This is an optimization exercise on Yosys and OpenROAD, whose aim is small area, a short achievable clock period and few clock cycles per item, not a production implementation.
Only simulation tests tie the RTL to the original design; equivalence was not proved.
Power and IR drop assume default switching activity.

--- design/flow/design.v ---
module msw_ring (
    input  logic        i_clk,
    input  logic        i_acc,
    input  logic [15:0] i_data,
    input  logic [7:0]  i_wm2,
    output logic [15:0] o_x,
    output logic [15:0] o_old
);
    logic [15:0]       r_x;
    logic [3*16-1:0]   r_s0;
    logic [12*16-1:0]  r_s1;
    logic [48*16-1:0]  r_s2;
    logic [192*16-1:0] r_s3;
    logic [15:0]       r_out;
    logic [15:0] out0, out1, out2, out3;
    always_comb begin
        case (i_wm2[1:0])
            2'd0:    out0 = r_x;
            2'd1:    out0 = r_s0[0*16 +: 16];
            2'd2:    out0 = r_s0[1*16 +: 16];
            default: out0 = r_s0[2*16 +: 16];
        endcase
        case (i_wm2[3:2])
            2'd0:    out1 = out0;
            2'd1:    out1 = r_s1[3*16 +: 16];
            2'd2:    out1 = r_s1[7*16 +: 16];
            default: out1 = r_s1[11*16 +: 16];
        endcase
        case (i_wm2[5:4])
            2'd0:    out2 = out1;
            2'd1:    out2 = r_s2[15*16 +: 16];
            2'd2:    out2 = r_s2[31*16 +: 16];
            default: out2 = r_s2[47*16 +: 16];
        endcase
        case (i_wm2[7:6])
            2'd0:    out3 = out2;
            2'd1:    out3 = r_s3[63*16 +: 16];
            2'd2:    out3 = r_s3[127*16 +: 16];
            default: out3 = r_s3[191*16 +: 16];
        endcase
    end
    always_ff @(posedge i_clk) begin
        if (i_acc) begin
            r_x <= i_data;
        end else begin
            r_x <= r_out;
        end
        r_s0  <= {r_s0[0 +: 2*16], r_x};
        r_s1  <= {r_s1[0 +: 11*16], out0};
        r_s2  <= {r_s2[0 +: 47*16], out1};
        r_s3  <= {r_s3[0 +: 191*16], out2};
        r_out <= out3;
    end
    assign o_x   = r_x;
    assign o_old = r_out;
endmodule
module max_sum_sliding_window (
    input  logic              i_clk,
    input  logic              i_rst_n,
    input  logic              i_cfg_we,
    input  logic [8:0]        i_cfg_data,
    input  logic              i_in_valid,
    output logic              o_in_ready,
    input  logic [15:0]       i_in_sample,
    input  logic              i_in_last,
    output logic              o_res_valid,
    input  logic              i_res_ready,
    output logic [15:0]       o_res_best_start,
    output logic [23:0]       o_res_best_sum,
    output logic [1:0]        o_res_status
);
    localparam logic [1:0] ST_OK    = 2'd0;
    localparam logic [1:0] ST_SHORT = 2'd1;
    localparam logic [1:0] ST_LONG  = 2'd2;
    logic [7:0]  eff_wm2;
    logic [7:0]  r_ewm2;
    logic        r_ew1;        
    logic [7:0]  r_wm2;
    logic        r_w1;
    logic        r_ready;
    logic        r_mid;        
    logic [7:0]  r_gc;         
    logic        aligned;
    logic        acc;
    logic        take;
    logic [17:0] r_kc;         
    logic [24:0] r_part;       
    logic [15:0] last_sample;  
    logic [15:0] old_sample;
    logic        sub;
    logic        r_mab;        
    logic        r_mc;         
    logic        mid_nx;
    logic        w1_nx;
    logic        kcneg_nx;
    logic [24:0] p_a, p_b, p_c, p_s, p_cy, p_nxt;
    logic [25:0] d_a, d_b, d_c, d_s, d_cy;
    logic        r_s_valid;
    logic        r_s_last;
    logic        r_s_set;      
    logic        r_s_cmp;      
    logic        set_new;
    logic        s_move;       
    logic        s_stall;      
    logic [17:0] kc_after;
    logic        mid_after;
    logic        last_after;
    logic        oval_after;
    logic        nxt_safe;
    logic [23:0] r_best;
    logic [15:0] r_bidx;
    logic        s_upd;
    logic [1:0]  s_status;
    logic [23:0] s_sum;
    logic [25:0] s_diff;
    logic [23:0] n_best;
    logic [15:0] n_idx;
    logic        new_res;
    logic        r_oval;
    logic [23:0] r_osum;
    logic [1:0]  r_status;
    always_comb begin
        if (i_cfg_data <= 9'd1) begin
            eff_wm2 = 8'd0;
        end else if (i_cfg_data >= 9'd256) begin
            eff_wm2 = 8'd254;
        end else begin
            eff_wm2 = 8'(i_cfg_data - 9'd2);
        end
    end
    always_ff @(posedge i_clk) begin
        if (!i_rst_n) begin
            r_ewm2 <= 8'd0;
            r_ew1  <= 1'b1;
        end else if (i_cfg_we) begin
            r_ewm2 <= eff_wm2;
            r_ew1  <= (i_cfg_data <= 9'd1);
        end
    end
    always_ff @(posedge i_clk) begin
        if (!r_mid) begin
            r_wm2 <= r_ewm2;
            r_w1  <= r_ew1;
        end
    end
    assign acc     = i_in_valid && r_ready;
    assign take    = r_oval && i_res_ready;
    assign aligned = (r_gc == r_wm2);
    always_comb begin
        if (!acc) begin
            kc_after = r_kc;
        end else if (!r_mid) begin
            kc_after = r_ew1 ? 18'd0 : {10'h3FF, ~r_ewm2};
        end else if (r_kc[17:16] != 2'b01) begin
            kc_after = r_kc + 18'd1;
        end else begin
            kc_after = r_kc;
        end
        mid_after  = acc ? !i_in_last : r_mid;
        last_after = (acc && i_in_last) || s_stall;
        oval_after = s_move || (r_oval && !i_res_ready);
        if (mid_after) begin
            nxt_safe = kc_after[17] && (kc_after != 18'h3FFFF);
        end else begin
            nxt_safe = !(i_cfg_we ? (i_cfg_data <= 9'd1) : r_ew1);
        end
    end
    always_ff @(posedge i_clk) begin
        if (!i_rst_n) begin
            r_ready <= 1'b1;
            r_mid   <= 1'b0;
        end else begin
            r_ready <= (acc || !r_mid || aligned)
                    && !(last_after && oval_after)
                    && (!(last_after || oval_after) || nxt_safe);
            if (acc) begin
                r_mid <= !i_in_last;
            end
        end
    end
    always_ff @(posedge i_clk) begin
        if (acc || aligned) begin
            r_gc <= 8'hFF;
        end else begin
            r_gc <= r_gc + 8'd1;
        end
    end
    msw_ring u_ring (
        .i_clk  (i_clk),
        .i_acc  (acc),
        .i_data (i_in_sample),
        .i_wm2  (r_wm2),
        .o_x    (last_sample),
        .o_old  (old_sample)
    );
    assign sub = r_mid && !r_kc[17];
    assign mid_nx   = acc ? !i_in_last : r_mid;
    assign w1_nx    = r_mid ? r_w1 : r_ew1;
    assign kcneg_nx = acc ? (r_mid ? (r_kc[17] && (r_kc != 18'h3FFFF)) : !r_ew1) : r_kc[17];
    always_ff @(posedge i_clk) begin
        if (!i_rst_n) begin
            r_mab <= 1'b0;
            r_mc  <= 1'b0;
        end else begin
            r_mab <= mid_nx && !w1_nx;
            r_mc  <= mid_nx && !w1_nx && !kcneg_nx;
        end
    end
    always_comb begin
        p_a   = r_mab ? r_part : 25'd0;
        p_b   = r_mab ? {{9{last_sample[15]}}, last_sample} : 25'd0;
        p_c   = r_mc ? ~{{9{old_sample[15]}}, old_sample} : 25'h1FFFFFF;
        p_s   = p_a ^ p_b ^ p_c;
        p_cy  = {(p_a[23:0] & p_b[23:0]) | (p_a[23:0] & p_c[23:0]) | (p_b[23:0] & p_c[23:0]), 1'b1};
        p_nxt = p_s + p_cy;
    end
    always_ff @(posedge i_clk) begin
        if (acc) begin
            r_part <= p_nxt;
            if (!r_mid) begin
                r_kc <= r_ew1 ? 18'd0 : {10'h3FF, ~r_ewm2};
            end else if (r_kc[17:16] != 2'b01) begin
                r_kc <= r_kc + 18'd1;
            end
        end
    end
    assign set_new = r_mid ? (r_kc == 18'h3FFFF) : r_ew1;
    always_ff @(posedge i_clk) begin
        if (!i_rst_n) begin
            r_s_valid <= 1'b0;
            r_s_set   <= 1'b0;
            r_s_cmp   <= 1'b0;
        end else if (acc) begin
            r_s_valid <= 1'b1;
            r_s_set   <= set_new;
            r_s_cmp   <= r_mid && !r_kc[17];
        end else if (!s_stall) begin
            r_s_valid <= 1'b0;
            r_s_set   <= 1'b0;
            r_s_cmp   <= 1'b0;
        end
        if (acc) begin
            r_s_last <= i_in_last;
        end
    end
    always_comb begin
        s_sum  = 24'(r_part + {{9{last_sample[15]}}, last_sample});
        d_a    = {r_part[24], r_part};
        d_b    = {{10{last_sample[15]}}, last_sample};
        d_c    = ~{{2{r_best[23]}}, r_best};
        d_s    = d_a ^ d_b ^ d_c;
        d_cy   = {(d_a[24:0] & d_b[24:0]) | (d_a[24:0] & d_c[24:0]) | (d_b[24:0] & d_c[24:0]), 1'b1};
        s_diff = d_s + d_cy;
        s_upd  = r_s_set || (r_s_cmp && !s_diff[25]);
        n_best = s_upd ? s_sum : r_best;
        n_idx  = s_upd ? r_kc[15:0] : r_bidx;
        if ((r_kc[17:16] == 2'b01)
            || (!r_w1 && (r_kc[17:8] == 10'h0FF) && (r_kc[7:0] >= ~r_wm2))) begin
            s_status = ST_LONG;
        end else if (r_kc[17]) begin
            s_status = ST_SHORT;
        end else begin
            s_status = ST_OK;
        end
        s_move  = r_s_valid && r_s_last && (!r_oval || i_res_ready);
        s_stall = r_s_valid && r_s_last && r_oval && !i_res_ready;
        new_res = s_move;
    end
    always_ff @(posedge i_clk) begin
        if (s_upd) begin
            r_best <= s_sum;
        end
    end
    always_ff @(posedge i_clk) begin
        if (new_res) begin
            r_status <= s_status;
            if (s_status == ST_OK) begin
                r_osum <= n_best;
                r_bidx <= n_idx;
            end else begin
                r_osum <= 24'd0;
                r_bidx <= 16'd0;
            end
        end else if (s_upd) begin
            r_bidx <= r_kc[15:0];
        end
    end
    always_ff @(posedge i_clk) begin
        if (!i_rst_n) begin
            r_oval <= 1'b0;
        end else begin
            r_oval <= new_res || (r_oval && !i_res_ready);
        end
    end
    assign o_in_ready       = r_ready;
    assign o_res_valid      = r_oval;
    assign o_res_best_start = r_bidx;
    assign o_res_best_sum   = r_osum;
    assign o_res_status     = r_status;
endmodule
--- design/flow/config.mk ---
export PLATFORM = sky130hd
export DESIGN_NAME = max_sum_sliding_window
export DESIGN_NICKNAME = max_sum_sliding_window
export VERILOG_FILES = /design/flow/design.v
export SDC_FILE = /design/flow/constraint.sdc
export NUM_CORES = 4
export LEC_CHECK = 0
export ABC_AREA = 1
export CAP_MARGIN = 20
export CORE_MARGIN = 2
export CORE_UTILIZATION = 65
export CTS_CLUSTER_DIAMETER = 80
export CTS_CLUSTER_SIZE = 28
export PLACE_DENSITY = 0.75
export SLEW_MARGIN = 20
--- design/flow/constraint.sdc ---
create_clock -name core_clock -period 10.0 [get_ports {i_clk}]
set_input_delay 2.0000 -clock core_clock [delete_from_list [all_inputs] [get_ports {i_clk}]]
set_output_delay 2.0000 -clock core_clock [all_outputs]
set_load 0.01 [all_outputs]
--- design/flow/flow/run.sh ---
#!/bin/bash
# Own layout flow: the standard ORFS flow (standard.sh, standard synthesis unchanged)
# with three changes to how the layout is optimised (constraints and clock period unchanged):
#  - ports are buffered with buf_4 cells instead of the default delay-cell buffer,
#  - timing repair aims at a setup slack margin, so it also speeds up paths that
#    already meet the period,
#  - clock tree synthesis inserts no dummy loads (sink clustering as in config.mk).
# The make output goes to standard_flow.log; ORFS keeps each tool's log under orfs/logs.
set -euo pipefail
export BUFFER_PORTS_ARGS="-buffer_cell sky130_fd_sc_hd__buf_4"
export SETUP_SLACK_MARGIN=6.8
export CTS_ARGS="-sink_clustering_enable -repair_clock_nets -sink_clustering_size 28 -sink_clustering_max_diameter 80 -dont_use_dummy_load"
bash standard.sh > standard_flow.log 2>&1
--- design/flow/standard.sh ---
#!/bin/bash
# synth_recipe.tcl (not shown) runs the flow's synth.tcl, then flattens the netlist and writes it again
# the make line also repeats each setting of config.mk as NAME=value (left out here)
make -C /OpenROAD-flow-scripts/flow DESIGN_CONFIG=/design/flow/config.mk WORK_HOME=/design/flow/orfs CLKGATE_MAP_FILE= SYNTH_SCRIPT=/design/flow/synth_recipe.tcl "${@:-finish}"
==> results of run 1 <==
-- worst reg2reg max path, delay by kind of cell (launching register included) --
kind,cells,cell delay (ns)
AO/OA/AOI/OAI,3,0.34
adder cells (fa/ha/maj),2,0.76
buffers and inverters,6,0.83
flip-flops,1,0.46
AND/OR/NAND/NOR,9,0.72
-- cell usage in the layout, fill, tap and decap left out, drive strengths merged, types with 2 or more instances in the layout --
| cell | netlist | routed |
|---|---|---|
| nand3 | 95 | 95 |
| nand2 | 518 | 520 |
| a21o | 4 | 4 |
| or2 | 3 | 3 |
| clkinvlp | 0 | 2 |
| edfxtp | 60 | 60 |
| fa | 51 | 51 |
| o21bai | 4 | 4 |
| nand3b | 11 | 11 |
| a21oi | 116 | 116 |
| a31oi | 32 | 32 |
| xnor2 | 22 | 22 |
| o211ai | 6 | 6 |
| o2111ai | 4 | 4 |
| a22oi | 2 | 2 |
| buf | 24 | 174 |
| o21a | 2 | 2 |
| inv | 299 | 297 |
| nor3 | 13 | 13 |
| nor2 | 156 | 156 |
| nand4 | 13 | 13 |
| a221oi | 2 | 2 |
| nor4 | 2 | 2 |
| nor3b | 3 | 3 |
| xor2 | 31 | 31 |
| clkbuf | 34 | 179 |
| ha | 82 | 82 |
| dfxtp | 4196 | 4196 |
| o21ai | 150 | 150 |
| a21boi | 8 | 8 |
-- sequential cells by signal, summed over array words and instances, names as in the netlist, 2 cells and up --
signal / flops
r_part: 25
r_osum: 24
u_ring.r_s2: 768
r_bidx: 16
u_ring.r_x: 16
r_status: 2
r_best: 24
r_wm2: 8
u_ring.r_s1: 192
u_ring.r_out: 16
u_ring.r_s3: 3072
r_ewm2: 8
r_gc: 8
u_ring.r_s0: 48
r_kc: 18
-- metal layers --
layer / part of all wire / routed length, µm / up-vias
met5: 0.00033 / 49 / -
met2: 0.44 / 66100 / 661
met3: 0.043 / 6426 / 256
met4: 0.025 / 3671 / 8
met1: 0.49 / 72450 / 18200
li1: - / - / 18900
-- Yosys cell counts, drive strengths merged --
cell type  count
clkbuf        34
nand3b        11
o21ai        150
buf           24
xor2          31
o31ai          1
a21oi        116
xnor2         22
nor2         156
ha            82
a21boi         8
inv          299
o211ai         6
dfxtp       4196
nand2        518
a31oi         32
o21bai         4
fa            51
or2            3
o211a          1
a221oi         2
o41ai          1
nor3b          3
a211oi         1
nor4           2
nand4         13
or4            1
o2111ai        4
a21o           4
nor3          13
nand3         95
edfxtp        60
o21a           2
a22oi          2
-- worst max path at each step --
stage                            from         endpoint  slack, ns
final                     r_status[0]  o_res_status[0]       6.49
after CTS                 r_status[0]  o_res_status[0]       6.44
after detailed placement   i_in_valid          r_ready       5.50
after floorplan                 r_mab       r_part[20]       6.80
after global routing      r_status[0]  o_res_status[0]       6.45
after global placement     i_in_valid          r_ready       5.50
-- through the flow --
step | area [µm²] | worst slack [ns] | instances | hold WS [ns]
2_1_floorplan | 95200 | 6.801 | 5948 | 0.3096
3_5_place_dp | 97980 | 5.502 | 7896 | 0.3121
4_1_cts | 103200 | 6.441 | 8106 | 0.2684
3_3_place_gp | 97980 | 5.497 | 7896 | 0.3095
5_1_grt | 104300 | 6.447 | 8162 | 0.2810
6_report | 104300 | 6.486 | 8163 | 0.2726
-- cell type report --
type	instances	area share
tap	1917	0.02300
timing repair buffer	179	0.01816
antenna	1	0.00002399
multi-input combinational	1337	0.08298
sequential	4256	0.8232
clock buffer	174	0.04175
inverter	299	0.01088
-- power groups by stage --
stage | logic (mW) | registers [mW] | clock network, mW
after floorplan | 1.38 | 20.1 | 0
after global placement | 1.98 | 20.5 | 0
after detailed placement | 2.00 | 20.6 | 0
after CTS | 2.20 | 20.3 | 7.92
after global routing | 2.80 | 20.5 | 8.46
final | 2.55 | 20.2 | 7.75
-- timing repair --
action	4_1_cts	5_1_grt
resized for setup	142	166
hold buffers	0	0
setup endpoints to repair	129	120
gates cloned	6	7
buffers inserted	30	49
pin swaps	15	38
-- logic make-up after synthesis --
group / count (synthesis)
AOI/OAI and AO/OA: 334
xor gates and xnor gates: 53
adders and majority gates: 133
buffers and inverters: 357
DFF: 4256
and+or+nand+nor: 815
==> results by group, run 1 <==
Status
  – Status: complete, no violations

Clock network
  – Clock-pin transition on the worst setup and hold timing paths: 0.10 ns
  – Num CTS Buffers: 174
  – CTS tree: built
  – Clock sink count: 4256
  – Clock latency (worst-skew pair): 0.81 ns
  – H-tree depth: 4
  – Max Buffers Root-to-Sink: 3
  – Root Driver: clkbuf_16

Critical path
  – Critical path, cell by cell: buf_6
  – Top Family by Delay on Critical Path: flip-flops
  – Stages on the worst setup path: 1
  – Kind of critical path: flop to primary output
  – FF-to-FF Start: u_ring.r_x[15]
  – CP required: 8.00 ns
  – CP Max Fanout: 1
  – Crit. End Element: primary output
  – Bufs and invs on worst path: 1
  – Critical Path AT: 1.51 ns
  – Reg2reg end: r_osum[16]
  – Critical Path Start Type: flop
  – Slowest CP cell: edfxtp_1
  – Worst reg-to-reg setup slack: 6.62 ns
  – R2R cell count: 20
  – Max incr delay on CP: 0.55 ns

Layout
  – Layout cell share with drive strength beyond 1: 0.09816
  – Sequential standard cell area: 0.08586 mm²
  – Area Overhead vs Synth: 9.615%
  – Layout Nets: 6411
  – Multi-input logic area: 0.008655 mm²
  – Filler Cell Count: 8854
  – Final Util: 0.7165

Pwr
  – Sw Pwr: 7.038 mW
  – Reg power frac: 0.663
  – Switch share: 0.2304
  – Final Total Pwr: 30.54 mW
  – Worst VDD drop: 0.0002810 V
  – Pwr/cell area: 292.8 mW/mm²
  – Leakage: 43.50 nW
  – Combinational share of power: 0.083
  – Clock share of power: 0.254
  – Int Power: 23.50 mW

Timing
  – Final setup fails: 0
  – Max Slew Vio Count: 0
  – Part of the cycle the worst path needs: 0.3514
  – Max_slew headroom: 0.2422
  – Hold violation count in the final report: 0
  – Post-layout minimum cycle time: 3.514 ns
  – Worst Tran Pin Value: 1.131 ns
  – RSZ-0062 raised after global routing: yes
  – Clock Skew: 0.1009 ns
  – Setup TNS: 0 ns
  – Highest Clock Rate: 284.6 MHz

Drt
  – Total routed wirelength: 148.7 mm
  – DRC: 0
  – DR vias: 38030
  – Routed len/inst: 18.22 µm
  – Vias per inst: 4.659
  – Drt initial violations: 2060
  – TritonRoute pass-1 iters: 5
  – Final ANT Viol Nets: 0

Placement
  – Final Wtd Congestion: 0.8508
  – Final HPWL DP: 87.06 mm
  – IO buf count: 74

Floorplan
  – Core area: 0.1456 mm²
  – I/O pin cnt: 75
  – FP Rows: 140
  – Initial core utilization: 0.6537
  – Overall die height: 386.6 µm
  – Die area: 0.1495 mm²
  – Die extent in x: 386.6 µm

Synthesis
  – Yosys reg bits: 4256
  – Syn nets: 6112
  – Main combinational cell family by area after synthesis: simple AND/OR/NAND/NOR gates
  – Mapped Cells: 5948
  – Synthesis Warnings: 2
  – Synth Area in Compound Gates: 0.02108
  – Area contributors post-synth: dfxtp_1 88%, nand2_1 2.0%, edfxtp_1 1.9%
  – Post-synthesis cell area: 0.09515 mm²
  – Synth Area in Adders: 0.02151
  – XOR/XNOR Fraction of Synth Area: 0.004878
  – Synth area leader: dfxtp_1
  – Synth Area in Simple Gates: 0.03614
  – Synth top area share: 0.8828
  – Mux share of post-synthesis cell area: 0
  – Yosys cell types: 52
  – Syn avg cell area: 16.00 µm²
  – Register area share after synthesis: 0.9017

Min path
  – WHS Endpoint: u_ring.r_s3[2086]
  – WHS Path Cells: 0
  – Min-delay worst type: flop to flop
  – HP Start: u_ring.r_s3[2070]

Global routing
  – GR Util met3: 0.03217
  – Gr busiest metal: met2
  – GRT Overall Usage: 0.1968
  – First-pass GRT wire length: 224.0 mm
  – Met1 GRT Util: 0.2907
  – Grt ovf: 0
  – Initial antenna violation count: 14
  – Met2 usage: 0.3050
  – Largest net degree at the start of global routing: 51
  – Vias in the first global route: 38410

Job
  – Max-cap violations: 0
Testbench counts, summed over its fixed seeds: cycles 59,146, items 59,080.
==> run 2, diff against run 1 <==
--- a/design/flow/flow/run.sh
+++ b/design/flow/flow/run.sh
@@ -10,3 +10,3 @@
 export BUFFER_PORTS_ARGS="-buffer_cell sky130_fd_sc_hd__buf_4"
-export SETUP_SLACK_MARGIN=6.8
+export SETUP_SLACK_MARGIN=6.6
 export CTS_ARGS="-sink_clustering_enable -repair_clock_nets -sink_clustering_size 28 -sink_clustering_max_diameter 80 -dont_use_dummy_load"
==> run 2 against run 1 <==
Compared with the run above: total power decreased by 1.4%; clock power about the same; synthesized cell count unchanged; clock skew decreased by 0.019 ns; worst hold slack got worse by 0.011 ns; clock-buffer cell count increased by 2; first-iteration DRC count increased by 6.6%.
==> results by group, run 2 <==
Global routing
  – Largest net degree at the start of global routing: 43
  – GRT Overall Usage: 0.1932
  – Initial antenna violation count: 14
  – Vias in the first global route: 37890
  – Grt ovf: 0
  – First-pass GRT wire length: 219.9 mm

Critical path
  – Slowest CP cell: edfxtp_1
  – Bufs and invs on worst path: 1
  – Critical Path Start Type: flop
  – R2R cell count: 14
  – Crit. End Element: primary output
  – Kind of critical path: flop to primary output
  – Stages on the worst setup path: 1
  – Critical Path AT: 1.46 ns
  – Critical path, cell by cell: buf_6
  – CP required: 8.00 ns
  – Max incr delay on CP: 0.52 ns
  – Top Family by Delay on Critical Path: flip-flops
  – CP Max Fanout: 1

Layout
  – Area Overhead vs Synth: 8.149%
  – Commonest non-fill, non-tap cell in the layout: dfxtp_1
  – Final Util: 0.7069
  – Layout cell share with drive strength beyond 1: 0.06721
  – Filler Cell Count: 9114
  – Layout Nets: 6341
  – Biggest regs: u_ring.r_s3: 3072 flops, u_ring.r_s2: 768 flops, u_ring.r_s1: 192 flops
  – Number of flip-flops in the largest register: 3072
  – Final Non-Filler Cells: 8098
  – Commonest non-fill, non-tap cells in the layout: 4190 x dfxtp_1, 492 x nand2_1, 280 x inv_1, 177 x clkbuf_16, 145 x nor2_1
  – Largest register by flop count: u_ring.r_s3

Min path
  – WHS Path Cells: 0
  – Min-delay worst type: flop to flop

Clock network
  – Clock latency (worst-skew pair): 0.81 ns
  – CTS tree: built
  – Clock sink count: 4256
  – Root Driver: clkbuf_16
  – Max Buffers Root-to-Sink: 3
  – Hold_buf cts: 0
  – H-tree depth: 4
  – Clock-pin transition on the worst setup and hold timing paths: 0.10 ns
  – Num CTS Buffers: 176

Synthesis
  – Yosys reg bits: 4256
  – Area contributors post-synth: dfxtp_1 88%, nand2_1 2.0%, edfxtp_1 1.9%
  – Register area share after synthesis: 0.9017
  – Synthesis Warnings: 2
  – Synth async-reset ratio: 0
  – Top_reg_cell synth: dfxtp_1
  – Most common cell in the netlist: dfxtp_1
  – Post-synthesis cell area: 0.09515 mm²
  – Syn nets: 6112
  – Synth top area share: 0.8828
  – Mapped Cells: 5948
  – Yosys cell types: 52
  – Top post-synthesis cells by count: 4196 x dfxtp_1, 500 x nand2_1, 282 x inv_1
  – Synth area leader: dfxtp_1
  – Syn avg cell area: 16.00 µm²
  – EDFF count, synth: 60

Job
  – Max-cap violations: 0

Placement
  – Final HPWL DP: 86.80 mm
  – Placement Setup Slack: 5.296 ns
  – Dpl cells: 7896
  – IO buf count: 74
  – Final Wtd Congestion: 0.8887

Floorplan
  – Die area: 0.1495 mm²
  – Die extent in x: 386.6 µm
  – Initial core utilization: 0.6537
  – Overall die height: 386.6 µm
  – I/O pin cnt: 75
  – FP Rows: 140
  – Core area: 0.1456 mm²

Timing
  – Post-layout minimum cycle time: 3.457 ns
  – RSZ-0062 raised after global routing: yes
  – Final setup margin: 6.543 ns
  – Max Slew Vio Count: 0
  – Setup TNS: 0 ns
  – Worst Tran Pin Value: 1.018 ns
  – Hold violation count in the final report: 0
  – Max_slew headroom: 0.3205
  – Highest Clock Rate: 289.2 MHz
  – Clock Skew: 0.08146 ns
  – Part of the cycle the worst path needs: 0.3457
  – Final setup fails: 0

Pwr
  – Leakage: 42.82 nW
  – Worst VDD drop: 0.0002168 V
  – Pwr/cell area: 292.8 mW/mm²

Drt
  – Vias per inst: 4.671
  – TritonRoute pass-1 iters: 7
  – Routed len/inst: 17.78 µm
  – Final ANT Viol Nets: 0
  – DR vias: 37830
  – DRC: 0
  – Drt initial violations: 2195
  – Total routed wirelength: 144.0 mm

Status
  – Status: complete, no violations
run 2: changes by cell type in the layout (fill, tap and decap cells not counted), sizes merged:
cell	delta
buf	-68
bufbuf	+1
clkbuf	-2
diode	+5
nand2	-2
nand3	+1
run 2: kinds of logic (layout without fill, tap and decap cells):
logic type | after synthesis | count (layout) | share of synthesized area
AOI/OAI and AO/OA | 334 | 334 | 0.02108
other | 0 | 6 | 0
buffers and inverters | 357 | 583 | 0.01465
adders and majority gates | 133 | 133 | 0.02151
DFF | 4256 | 4256 | 0.9017
and+or+nand+nor | 815 | 816 | 0.03614
xor gates and xnor gates | 53 | 53 | 0.004878
run 2: per-layer routing:
metal / part of all wire / GRT usage / wire (µm) / vias up
met5: 0.00016 / 0 / 23 / -
met4: 0.024 / 0.05419 / 3468 / 4
met3: 0.052 / 0.03838 / 7533 / 224
met2: 0.42 / 0.2816 / 60320 / 779
met1: 0.50 / 0.2958 / 72620 / 18020
li1: - / - / - / 18800
run 2: stage by stage:
stage / hold WS, ns / area (µm²) / power (mW)
floorplan: 0.3096 / 95180 / 21.52
global placement: 0.3095 / 97970 / 22.46
detailed placement: 0.3121 / 97970 / 22.56
CTS: 0.2662 / 102600 / 30.28
global route: 0.2660 / 102900 / 31.35
finish: 0.2613 / 102900 / 30.13
run 2: power breakdown:
part           switching, mW  leakage, nW  internal (mW)  total, mW
combinational           1.41         5.67          0.803       2.21
sequential             0.817         35.0           19.3       20.2
clock                   4.60         2.17           3.16       7.76
run 2: layout make-up:
class / instances / area, µm² / area share
Antenna cell: 6 / 15.01 / 0.0001459
Clock buffer: 176 / 4404 / 0.04280
Inverter: 299 / 1132 / 0.01100
Multi-Input combinational cell: 1336 / 8128 / 0.07898
Sequential cell: 4256 / 85820 / 0.8339
Tap cell: 1917 / 2399 / 0.02331
Timing Repair Buffer: 108 / 1010 / 0.009812
run 2: path summary, 6_finish.rpt:
| path | start | to | slack [ns] |
|---|---|---|---|
| setup / recovery | r_status[0] | o_res_status[0] | 6.54 |
| setup reg to reg | r_mab | r_part[20] | 6.67 |
| hold reg to reg | u_ring.r_s3[1070] | u_ring.r_s3[1086] | 0.26 |
| hold / removal | u_ring.r_s3[1070] | u_ring.r_s3[1086] | 0.26 |
run 2: what timing repair did:
action	4_1_cts	5_1_grt
gates cloned	2	1
setup endpoints to repair	102	84
pin swaps	3	8
hold endpoints to repair	0	0
resized for setup	44	37
setup buffers	5	10

what the ideal ports hide:
The results above use ideal ports. As a check the final layouts listed here were re-extracted and re-timed, cells and wires unchanged. Step 1 sets driving cells, clkbuf_16 on the clock port and buf_2 on the other inputs (assumed; they add their load-dependent delay and slew). Step 2 adds t to the input delays and takes it off the output delays; t is the mean of the earliest and latest rising clock arrival at the registers after step 1. Input paths then give back, and output paths get back, about the clock's delay inside the block. Slacks: ideal / step 1 / step 2; pairs: ideal / step 1.
| run | shift t [ns] | slack for setup (ns) | worst setup path after step 2 | latest minus earliest clock arrival (ns) | cell pins on the clock port's net |
|---|---|---|---|---|---|
| run 1 | 0.843 | 6.486 / 6.409 / 6.082 | input to register | 0.105 / 0.106 | 1 |
| run 2 | 0.850 | 6.543 / 6.469 / 5.893 | input to register | 0.113 / 0.114 | 1 |
After both steps setup and hold are still met in every run listed. The setup slack of run 2, which loses most, moves by -0.074 ns with the drivers and by -0.650 ns with both steps.
